From an optimization exercise on the open Yosys and OpenROAD flow, aimed at small area; shortcuts taken in it are not production practice.
The RTL was checked by simulation tests, not by an equivalence proof against the original design.
Power figures rest on the tool's default switching activity, not on a simulated workload.

$ cat flow/run.sh
#!/bin/bash
# synth_recipe.tcl (not shown) runs the flow's synth.tcl, then flattens the netlist and writes it again
# the make line also repeats each setting of config.mk as NAME=value (left out here)
make -C /OpenROAD-flow-scripts/flow DESIGN_CONFIG=/design/flow/config.mk WORK_HOME=/design/flow/orfs CLKGATE_MAP_FILE= SYNTH_SCRIPT=/design/flow/synth_recipe.tcl finish
$ cat flow/config.mk
export PLATFORM = sky130hd
export DESIGN_NAME = fft_dit_top
export DESIGN_NICKNAME = fft_dit_top
export VERILOG_FILES = /design/flow/design.v
export SDC_FILE = /design/flow/constraint.sdc
export NUM_CORES = 4
export LEC_CHECK = 0
export CAP_MARGIN = 20
export CORE_MARGIN = 2
export CORE_UTILIZATION = 40
export SLEW_MARGIN = 20
$ cat flow/constraint.sdc
create_clock -name core_clock -period 10.0 [get_ports {clk}]
set_input_delay 2.0000 -clock core_clock [delete_from_list [all_inputs] [get_ports {clk}]]
set_output_delay 2.0000 -clock core_clock [all_outputs]
set_load 0.01 [all_outputs]
$ cat flow/design.v
`timescale 1ns/1ps
module fft_input_buffer (
   input  logic                clk,
   input  logic                rst_n,
   input  logic [15:0]         in_x,
   input  logic                in_nd,
   input  logic                load_go,     
   input  logic                loading,     
   input  logic [3:0]          ld_idx,      
   input  logic                ovf_ring,    
   output logic [15:0]         rd_data,     
   output logic                full,        
   output logic                overflow
);
   logic [15:0]         mem [16];
   logic [3:0]          wr_cnt;
   logic                wr_par;
   logic                rd_par;
   logic [3:0]          wr_addr;
   logic [3:0]          rd_addr;
   assign wr_addr = wr_par ? {wr_cnt[0], wr_cnt[1], wr_cnt[2], wr_cnt[3]} : wr_cnt;
   assign rd_addr = rd_par ? ld_idx : {ld_idx[0], ld_idx[1], ld_idx[2], ld_idx[3]};
   assign rd_data = mem[rd_addr];
   always_ff @(posedge clk) begin
      if (in_nd)
      begin
         mem[wr_addr] <= in_x;
      end
   end
   always_ff @(posedge clk or negedge rst_n) begin
      if (!rst_n)
      begin
         wr_cnt   <= '0;
         wr_par   <= 1'b0;
         rd_par   <= 1'b0;
         full     <= 1'b0;
         overflow <= 1'b0;
      end
      else
      begin
         if (in_nd)
         begin
            wr_cnt <= wr_cnt + 4'd1;
            if (ovf_ring | (full & ~load_go))
            begin
               overflow <= 1'b1;
            end
         end
         if (load_go)
         begin
            full <= 1'b0;
         end
         if (in_nd & (&wr_cnt))
         begin
            full   <= 1'b1;
            wr_par <= ~wr_par;
         end
         if (loading & (&ld_idx))
         begin
            rd_par <= ~rd_par;
         end
      end
   end
endmodule
`timescale 1ns/1ps
module fft_stage_control (
   input  logic                clk,
   input  logic                rst_n,
   input  logic                full,        
   output logic                load_go,
   output logic                loading,
   output logic [3:0]          ld_idx,
   output logic [1:0]          stage,
   output logic                wb,
   output logic                use_acc,
   output logic                w4_sel,
   output logic                m_act,
   output logic [2:0]          mstep_eff,
   output logic [2:0]          n_eff,
   output logic                out_start
);
   localparam logic [1:0] ST_IDLE = 2'd0;
   localparam logic [1:0] ST_LOAD = 2'd1;
   localparam logic [1:0] ST_COMP = 2'd2;
   logic [1:0]          st;
   logic [3:0]          phase;
   logic [2:0]          rot;
   logic                mbusy;
   logic [2:0]          mstep;
   logic [2:0]          nreg;
   logic                comp;
   logic                w4;
   logic                triv;
   logic                cap;
   logic                wbn;
   logic [3:0]          cap_ph;
   logic [3:0]          wb_ph;
   logic                cap_ok;
   logic [2:0]          last_rot;
   logic [2:0]          n_cap;
   assign comp    = (st == ST_COMP);
   assign load_go = full & (st == ST_IDLE);
   assign loading = load_go | (st == ST_LOAD);
   assign ld_idx  = (st == ST_LOAD) ? phase : 4'd0;
   function automatic logic [3:0] cap_phase(input logic s3, input logic [2:0] r);
      if (!s3)
      begin
         case (r[1:0])
            2'd0:    cap_phase = 4'd1;
            2'd1:    cap_phase = 4'd3;
            2'd2:    cap_phase = 4'd9;
            default: cap_phase = 4'd11;
         endcase
      end
      else
      begin
         case (r)
            3'd0:    cap_phase = 4'd1;
            3'd1:    cap_phase = 4'd2;
            3'd2:    cap_phase = 4'd3;
            3'd3:    cap_phase = 4'd5;
            3'd4:    cap_phase = 4'd6;
            default: cap_phase = 4'd7;
         endcase
      end
   endfunction
   assign cap_ph   = cap_phase(stage[0], rot);
   assign wb_ph    = cap_phase(stage[0], rot - 3'd1);
   assign last_rot = stage[1] ? (stage[0] ? 3'd6 : 3'd4) : 3'd0;
   assign cap_ok   = stage[1] & (rot != last_rot);
   assign cap      = comp & cap_ok & (phase == cap_ph);
   assign wbn      = comp & stage[1] & (rot != 3'd0) & (phase == wb_ph);
   assign n_cap    = stage[0] ? phase[2:0] : {phase[1:0], 1'b0};
   always_comb begin
      case (stage)
         2'd0:
         begin
            triv = ~phase[0];
            w4   = 1'b0;
         end
         2'd1:
         begin
            triv = ~phase[1];
            w4   = phase[0];
         end
         2'd2:
         begin
            triv = ~phase[2] & ~phase[0];
            w4   = phase[1];
         end
         default:
         begin
            triv = ~phase[3] & ~phase[1] & ~phase[0];
            w4   = phase[2];
         end
      endcase
   end
   assign wb        = comp & (((rot == 3'd0) & triv) | wbn);
   assign use_acc   = wbn;
   assign w4_sel    = w4 & ~wbn;
   assign m_act     = cap | mbusy;
   assign mstep_eff = cap ? 3'd0 : mstep;
   assign n_eff     = cap ? n_cap : nreg;
   assign out_start = comp & (&phase) & (&stage) & (rot == last_rot);
   always_ff @(posedge clk or negedge rst_n) begin
      if (!rst_n)
      begin
         st    <= ST_IDLE;
         phase <= '0;
         stage <= '0;
         rot   <= '0;
         mbusy <= 1'b0;
         mstep <= '0;
         nreg  <= '0;
      end
      else
      begin
         phase <= phase + 4'd1;
         case (st)
            ST_IDLE:
            begin
               if (load_go)
               begin
                  st    <= ST_LOAD;
                  phase <= 4'd1;
               end
            end
            ST_LOAD:
            begin
               if (&phase)
               begin
                  st    <= ST_COMP;
                  stage <= 2'd0;
                  rot   <= 3'd0;
               end
            end
            default:
            begin
               if (&phase)
               begin
                  if (rot == last_rot)
                  begin
                     rot   <= 3'd0;
                     stage <= stage + 2'd1;
                     if (&stage)
                     begin
                        st <= ST_IDLE;
                     end
                  end
                  else
                  begin
                     rot <= rot + 3'd1;
                  end
               end
            end
         endcase
         if (cap)
         begin
            mbusy <= 1'b1;
            mstep <= 3'd1;
            nreg  <= n_cap;
         end
         else if (mbusy)
         begin
            mstep <= mstep + 3'd1;
            if (&mstep)
            begin
               mbusy <= 1'b0;
            end
         end
      end
   end
endmodule
`timescale 1ns/1ps
module twiddle_rom (
   input  logic [2:0]          n,
   input  logic                b_re_bit,
   input  logic                b_im_bit,
   input  logic                last,
   output logic [8:0]          t_re,
   output logic [8:0]          t_im
);
   always_comb begin
      case ({n, last, b_im_bit, b_re_bit})
         6'b001001: begin t_re = 9'h03b; t_im = 9'h1e8; end
         6'b001010: begin t_re = 9'h018; t_im = 9'h03b; end
         6'b001011: begin t_re = 9'h053; t_im = 9'h023; end
         6'b001101: begin t_re = 9'h18a; t_im = 9'h030; end
         6'b001110: begin t_re = 9'h1d0; t_im = 9'h18a; end
         6'b001111: begin t_re = 9'h15a; t_im = 9'h1ba; end
         6'b010001: begin t_re = 9'h02d; t_im = 9'h1d3; end
         6'b010010: begin t_re = 9'h02d; t_im = 9'h02d; end
         6'b010011: begin t_re = 9'h05a; t_im = 9'h000; end
         6'b010101: begin t_re = 9'h1a6; t_im = 9'h05a; end
         6'b010110: begin t_re = 9'h1a6; t_im = 9'h1a6; end
         6'b010111: begin t_re = 9'h14c; t_im = 9'h000; end
         6'b011001: begin t_re = 9'h018; t_im = 9'h1c5; end
         6'b011010: begin t_re = 9'h03b; t_im = 9'h018; end
         6'b011011: begin t_re = 9'h053; t_im = 9'h1dd; end
         6'b011101: begin t_re = 9'h1d0; t_im = 9'h076; end
         6'b011110: begin t_re = 9'h18a; t_im = 9'h1d0; end
         6'b011111: begin t_re = 9'h15a; t_im = 9'h046; end
         6'b101001: begin t_re = 9'h1e8; t_im = 9'h1c5; end
         6'b101010: begin t_re = 9'h03b; t_im = 9'h1e8; end
         6'b101011: begin t_re = 9'h023; t_im = 9'h1ad; end
         6'b101101: begin t_re = 9'h030; t_im = 9'h076; end
         6'b101110: begin t_re = 9'h18a; t_im = 9'h030; end
         6'b101111: begin t_re = 9'h1ba; t_im = 9'h0a6; end
         6'b110001: begin t_re = 9'h1d3; t_im = 9'h1d3; end
         6'b110010: begin t_re = 9'h02d; t_im = 9'h1d3; end
         6'b110011: begin t_re = 9'h000; t_im = 9'h1a6; end
         6'b110101: begin t_re = 9'h05a; t_im = 9'h05a; end
         6'b110110: begin t_re = 9'h1a6; t_im = 9'h05a; end
         6'b110111: begin t_re = 9'h000; t_im = 9'h0b4; end
         6'b111001: begin t_re = 9'h1c5; t_im = 9'h1e8; end
         6'b111010: begin t_re = 9'h018; t_im = 9'h1c5; end
         6'b111011: begin t_re = 9'h1dd; t_im = 9'h1ad; end
         6'b111101: begin t_re = 9'h076; t_im = 9'h030; end
         6'b111110: begin t_re = 9'h1d0; t_im = 9'h076; end
         6'b111111: begin t_re = 9'h046; t_im = 9'h0a6; end
         default: begin t_re = 9'h000; t_im = 9'h000; end
      endcase
   end
endmodule
`timescale 1ns/1ps
module butterfly (
   input  logic                clk,
   input  logic [15:0]         a,
   input  logic [15:0]         b,
   input  logic                use_acc,     
   input  logic                w4,          
   input  logic                m_act,       
   input  logic [2:0]          mstep,
   input  logic [2:0]          n,           
   input  logic                b_re_bit,
   input  logic                b_im_bit,
   output logic [15:0]         sum,
   output logic [15:0]         dif
);
   logic [8:0]          t_re;
   logic [8:0]          t_im;
   logic signed [8:0]   acc_re;
   logic signed [8:0]   acc_im;
   logic signed [8:0]   acc_re_in;
   logic signed [8:0]   acc_im_in;
   logic signed [9:0]   nx_re;
   logic signed [9:0]   nx_im;
   twiddle_rom u_tw (
      .n(n), .b_re_bit(b_re_bit), .b_im_bit(b_im_bit), .last(&mstep),
      .t_re(t_re), .t_im(t_im)
   );
   assign acc_re_in = (mstep == 3'd0) ? 9'sd0 : acc_re;
   assign acc_im_in = (mstep == 3'd0) ? 9'sd0 : acc_im;
   assign nx_re = {acc_re_in[8], acc_re_in} + {t_re[8], t_re};
   assign nx_im = {acc_im_in[8], acc_im_in} + {t_im[8], t_im};
   always_ff @(posedge clk) begin
      if (m_act)
      begin
         if (mstep[2] & mstep[1])
         begin
            acc_re <= nx_re[8:0];
            acc_im <= nx_im[8:0];
         end
         else
         begin
            acc_re <= nx_re[9:1];
            acc_im <= nx_im[9:1];
         end
      end
   end
   logic signed [7:0]   a_re;
   logic signed [7:0]   a_im;
   logic signed [7:0]   b_re;
   logic signed [7:0]   b_im;
   logic signed [8:0]   q_re;
   logic signed [8:0]   q_im;
   logic [8:0]          s_re;
   logic [8:0]          s_im;
   logic [8:0]          d_re;
   logic [8:0]          d_im;
   assign a_re = a[7:0];
   assign a_im = a[15:8];
   assign b_re = b[7:0];
   assign b_im = b[15:8];
   always_comb begin
      if (use_acc)
      begin
         q_re = acc_re;
         q_im = acc_im;
      end
      else if (w4)
      begin
         q_re = 9'(b_im);
         q_im = 9'(b_re);
      end
      else
      begin
         q_re = 9'(b_re);
         q_im = 9'(b_im);
      end
   end
   assign s_re = 9'(a_re) + q_re;
   assign d_re = 9'(a_re) - q_re;
   assign s_im = w4 ? 9'(a_im) - q_im : 9'(a_im) + q_im;
   assign d_im = w4 ? 9'(a_im) + q_im : 9'(a_im) - q_im;
   assign sum = {s_im[8:1], s_re[8:1]};
   assign dif = {d_im[8:1], d_re[8:1]};
endmodule
`timescale 1ns/1ps
module fft_work_memory (
   input  logic                clk,
   input  logic [1:0]          stage,       
   input  logic                ld_we,       
   input  logic [15:0]         ld_data,
   input  logic                wb,          
   input  logic [15:0]         sum,
   input  logic [15:0]         dif,
   input  logic [2:0]          mstep,       
   output logic [15:0]         a,           
   output logic [15:0]         b,           
   output logic                b_re_bit,    
   output logic                b_im_bit     
);
   logic [15:0]         R [16];
   logic [15:0]         dword;
   assign a = R[0];
   always_comb begin
      case (stage)
         2'd0:    b = R[1];
         2'd1:    b = R[2];
         2'd2:    b = R[4];
         default: b = R[8];
      endcase
   end
   always_comb begin
      if (stage[0])
      begin
         dword = R[4'(8 - mstep)];
      end
      else
      begin
         dword = R[4'(4 - mstep)];
      end
      b_re_bit = dword[mstep];
      b_im_bit = dword[4'(8 + mstep)];
   end
   always_ff @(posedge clk) begin
      for (int q = 0; q < 15; q++)
      begin
         R[q] <= R[q + 1];
      end
      R[15] <= R[0];
      if (ld_we)
      begin
         R[15] <= ld_data;
      end
      if (wb)
      begin
         R[15] <= sum;
         case (stage)
            2'd0:    R[0] <= dif;
            2'd1:    R[1] <= dif;
            2'd2:    R[3] <= dif;
            default: R[7] <= dif;
         endcase
      end
   end
endmodule
`timescale 1ns/1ps
module fft_output_buffer (
   input  logic                clk,
   input  logic                rst_n,
   input  logic                out_start,
   input  logic [15:0]         ring_word,
   input  logic                in_nd,
   input  logic                loading,
   output logic [15:0]         out_x,
   output logic                out_nd,
   output logic                ovf_ring
);
   logic [3:0]          ocnt;
   assign out_x = ring_word;
   assign ovf_ring = in_nd & out_nd & loading & ~(&ocnt);
   always_ff @(posedge clk or negedge rst_n) begin
      if (!rst_n)
      begin
         out_nd <= 1'b0;
         ocnt   <= '0;
      end
      else
      begin
         if (out_start)
         begin
            out_nd <= 1'b1;
            ocnt   <= '0;
         end
         else if (out_nd)
         begin
            ocnt <= ocnt + 4'd1;
            if (&ocnt)
            begin
               out_nd <= 1'b0;
            end
         end
      end
   end
endmodule
`timescale 1ns/1ps
module fft_dit_top (
   input  logic        clk,
   input  logic        rst_n,
   input  logic [15:0] in_x,
   input  logic        in_nd,
   output logic [15:0] out_x,
   output logic        out_nd,
   output logic        overflow
);
   logic                full;
   logic                load_go;
   logic                loading;
   logic [3:0]          ld_idx;
   logic [15:0]         ld_data;
   logic                ovf_ring;
   logic [1:0]          stage;
   logic                wb;
   logic                use_acc;
   logic                w4;
   logic                m_act;
   logic [2:0]          mstep;
   logic [2:0]          n;
   logic                out_start;
   logic [15:0]         a;
   logic [15:0]         b;
   logic                b_re_bit;
   logic                b_im_bit;
   logic [15:0]         sum;
   logic [15:0]         dif;
   fft_input_buffer u_input (
      .clk(clk), .rst_n(rst_n), .in_x(in_x), .in_nd(in_nd),
      .load_go(load_go), .loading(loading), .ld_idx(ld_idx), .ovf_ring(ovf_ring),
      .rd_data(ld_data), .full(full), .overflow(overflow)
   );
   fft_stage_control u_ctrl (
      .clk(clk), .rst_n(rst_n), .full(full), .load_go(load_go),
      .loading(loading), .ld_idx(ld_idx), .stage(stage), .wb(wb),
      .use_acc(use_acc), .w4_sel(w4), .m_act(m_act), .mstep_eff(mstep),
      .n_eff(n), .out_start(out_start)
   );
   fft_work_memory u_work (
      .clk(clk), .stage(stage), .ld_we(loading), .ld_data(ld_data),
      .wb(wb), .sum(sum), .dif(dif), .mstep(mstep), .a(a), .b(b),
      .b_re_bit(b_re_bit), .b_im_bit(b_im_bit)
   );
   butterfly u_bf (
      .clk(clk), .a(a), .b(b), .use_acc(use_acc), .w4(w4), .m_act(m_act),
      .mstep(mstep), .n(n), .b_re_bit(b_re_bit), .b_im_bit(b_im_bit),
      .sum(sum), .dif(dif)
   );
   fft_output_buffer u_output (
      .clk(clk), .rst_n(rst_n), .out_start(out_start), .ring_word(a),
      .in_nd(in_nd), .loading(loading), .out_x(out_x), .out_nd(out_nd),
      .ovf_ring(ovf_ring)
   );
endmodule
==> notes.md <==
outcome=no timing/DRC/antenna violations; CP startpoint=u_ctrl.rot[1]; WL/cell=23.9 um; period utilisation layout=92.2%; Reg2Reg Depth=37; largest net degree at the start of global routing=91; die width=257 um; TritonCTS clock tree=built; antenna violations before repair=1; crit path launch type=flip-flop; routability cong.=0.968; top sig layer=met5; Synth cell types=88; Worst Path Max Fanout=34; number of flops mapped to enable cells by yosys=274; clock power share=31.5%; Syn Area/Cell=10.7 um2; CP max stage delay=500 ps; Net Count, Synth=2508; CP max stage cell=ha_4; buffers added on ports=36; CTS max path bufs=3; Final Hold Vio Count=0; Overflow after GRT=0; top_reg_cell synth=edfxtp_1; total track usage=23.2%; Post-Route Utilization=45.6%; most frequent cells in the layout=nand2_1 (330), edfxtp_1 (274), dfxtp_1 (256); core box area=63300 um2; crit-path most repeated cell=a21oi_1; Detailed Routing Iterations Pass 1=6; Req. time, crit path=10450 ps; worst min-delay path class=reg -> reg; r2r endpoint=u_bf.acc_re[8]; Worst Tran Pin Value=1060 ps; WL final=78500 um; VDD IR max=0.129 mV; first-pass GRT wire length=117000 um; Crit path arrival time=9660 ps; area of the multi-input gates=10800 um2; unrepaired setup endpoints after global routing=false; crit-path leading delay family=compound AO/OA/AOI/OAI gates; Syn Inst Count=2412; FF+latch count, synth=561; DRT met1 WL=33500 um; Area growth, synth to finish=12.4%; initial core utilization=40.6%; min-delay src=u_work.R[7][12]; Hold Buf Count CTS=0; share of the synthesized area in the top cell type=32.0%; most common cell after layout, fill and taps aside=nand2_1; Total Nets Final=2490; Area contributors post-synth=edfxtp_1 (32%), dfxtp_1 (20%), nand2_1 (4.8%); I/O pin count=37; Syn. warnings=7; R2R Setup Slk=780 ps; Die H=257 um; fill count=5836; # setup viols final=0; setup_tns=0 ps; met3 routed WL=4780 um; vias in the first global route=18500; # clock sinks=561; n_diodes=0; Bufs and invs on worst path=4; share of layout cells above drive strength 1=10.7%; max cap viols=0; Slew Limit Fails=0; Routed Antenna Nets=0; Clock Skews=32.0 ps; Max H-tree Level=2; Reg power frac=48.2%; Yosys top cell by area=edfxtp_1; nature of the critical path endpoint=flip-flop; met2 routed WL=37600 um; Switching Share=30.7%; CTS Root Cell=clkbuf_16; via count=19000; DP Wirelength=51700 um; Switch Pwr=2.14 mW; mapped cell area=25700 um2; register area=14100 um2; Setup crit end=u_bf.acc_re[8]; via/cell ratio=5.79; Leak=10.5 nW; Clock transition at path regs=60 ps; post-synthesis sequential area ratio=55.0%; cts bufs inserted=56; Combinational Power Share=20.3%; Levels on crit path=37; FFs w/ async S/R, synth=5.53%; total power divided by cell area=241 nW/um2; fmax=109 MHz; row cnt=92; Internal Power=4.81 mW; clock latency on the worst-skew pair=630 ps; DRT iter0 DRCs=1821; r2r startpoint=u_ctrl.rot[1]; total die area=66300 um2; # DRC=0; relative slew slack=29.2%; WS Path Type=reg -> reg; Period minus WS final=9220 ps
-- cell families after synthesis --
family	Yosys count	synth area share [%]
AO/OA/AOI/OAI	703	18.9
XOR/XNOR	64	2.21
adder cells (fa/ha/maj)	77	3.92
buffers and inverters	227	3.49
flip-flops	561	55.0
multiplexers	115	4.81
AND/OR/NAND/NOR	665	11.7
-- layer usage --
metal | vias to the layer above | global-route usage (%)
met5 | - | 0
met3 | 138 | 3.28
li1 | 8870 | -
met4 | 2 | 7.85
met2 | 697 | 38.8
met1 | 9334 | 30.8
-- power groups by stage --
stage	Combinational [mW]	Sequential (mW)	Clock (mW)
6_report	1.41	3.35	2.19
4_1_cts	1.41	3.34	2.21
5_1_grt	1.54	3.39	2.31
2_1_floorplan	0.980	3.22	0
3_3_place_gp	1.39	3.37	0
3_5_place_dp	1.40	3.38	0
-- worst min-delay path by stage --
stage / cells past startpoint / endpoint / slack, ps
final: 0 / u_work.R[6][12] / 320
after global routing: 0 / u_work.R[6][12] / 330
after CTS: 0 / u_work.R[10][14] / 320
after detailed placement: 0 / u_work.R[10][14] / 310
after global placement: 0 / u_work.R[8][14] / 310
after floorplan: 0 / u_work.R[10][12] / 310
-- per-stage QoR --
step | worst slack, ps | instances | instance area, um2 | total power [mW] | hold WS [ps]
global placement | 862 | 3178 | 26900 | 4.75 | 310
floorplan | 1820 | 2412 | 25700 | 4.20 | 310
detailed placement | 621 | 3178 | 26900 | 4.78 | 312
finish | 785 | 3288 | 28900 | 6.95 | 322
CTS | 594 | 3284 | 28800 | 6.96 | 325
global route | 208 | 3288 | 28900 | 7.25 | 326
-- layout make-up --
type | instances | area share, %
Clock buffer | 71 | 5.30
Clock inverter | 35 | 1.34
Inverter | 62 | 0.819
Multi-Input combinational cell | 1624 | 37.3
Sequential cell | 561 | 48.9
Tap cell | 846 | 3.67
Timing Repair Buffer | 89 | 2.61
-- timing repair --
item,in CTS,in global routing
resized for setup,0,4
hold endpoints to repair,0,0
setup buffers,0,4
endpoints found under the setup margin,0,3
-- cells in the mapped netlist (7+ instances only) --
cell,n
nand2b_1,16
o21bai_1,17
nand2_1,331
a221oi_1,18
nor2b_1,29
nand3_1,32
ha_1,71
buf_1,17
clkbuf_1,127
o21a_1,7
a211oi_1,115
edfxtp_1,274
a21oi_1,121
dfrtp_1,31
inv_1,59
a21o_1,8
o32ai_1,7
dfxtp_1,256
xor2_1,18
buf_2,17
nor2_1,116
xnor2_1,45
or2_2,13
mux2_2,57
a222oi_1,18
o21ai_0,135
o211ai_1,18
a311oi_1,34
mux2i_1,57
a22oi_1,35
a31oi_1,55
a22o_1,13
o22ai_1,21
nor3_1,20
and2_1,69
-- sequential cells by signal, indices dropped and copies added, names as in the netlist --
signal            count
u_ctrl.mbusy          1
u_ctrl.st             2
u_ctrl.nreg           3
u_ctrl.stage          2
u_ctrl.phase          4
u_work.R            256
u_output.ocnt         4
u_input.rd_par        1
u_input.wr_par        1
u_bf.acc_re           9
u_ctrl.mstep          3
u_input.overflow      1
u_input.full          1
u_input.wr_cnt        4
u_ctrl.rot            3
u_bf.acc_im           9
u_input.mem         256
u_output.out_nd       1

==> re-timing with driven ports <==
No port has a modelled driver above. Below, the same layout with a new extraction and two added sets of constraints. Step 1 assumes that a clkbuf_16 drives the clock port and a buf_2 every other input. Step 2 moves the port delays by t, midway between the first and last clock arrival at a register: inputs arrive t later, outputs are due t later. That takes back most of the time a late clock gives input paths. a / b / c = ideal / step 1 / step 2; a / b = the first two.
t, ns: 0.670
setup WS [ns]: 0.785 / 0.785 / 0.785
worst setup path after step 2: register to register
worst data-port slew with drivers (ns): 0.09
After both steps setup and hold are still met in this run. For this run, drivers alone change the setup slack by 0.000 ns; drivers and shift together by 0.000 ns.
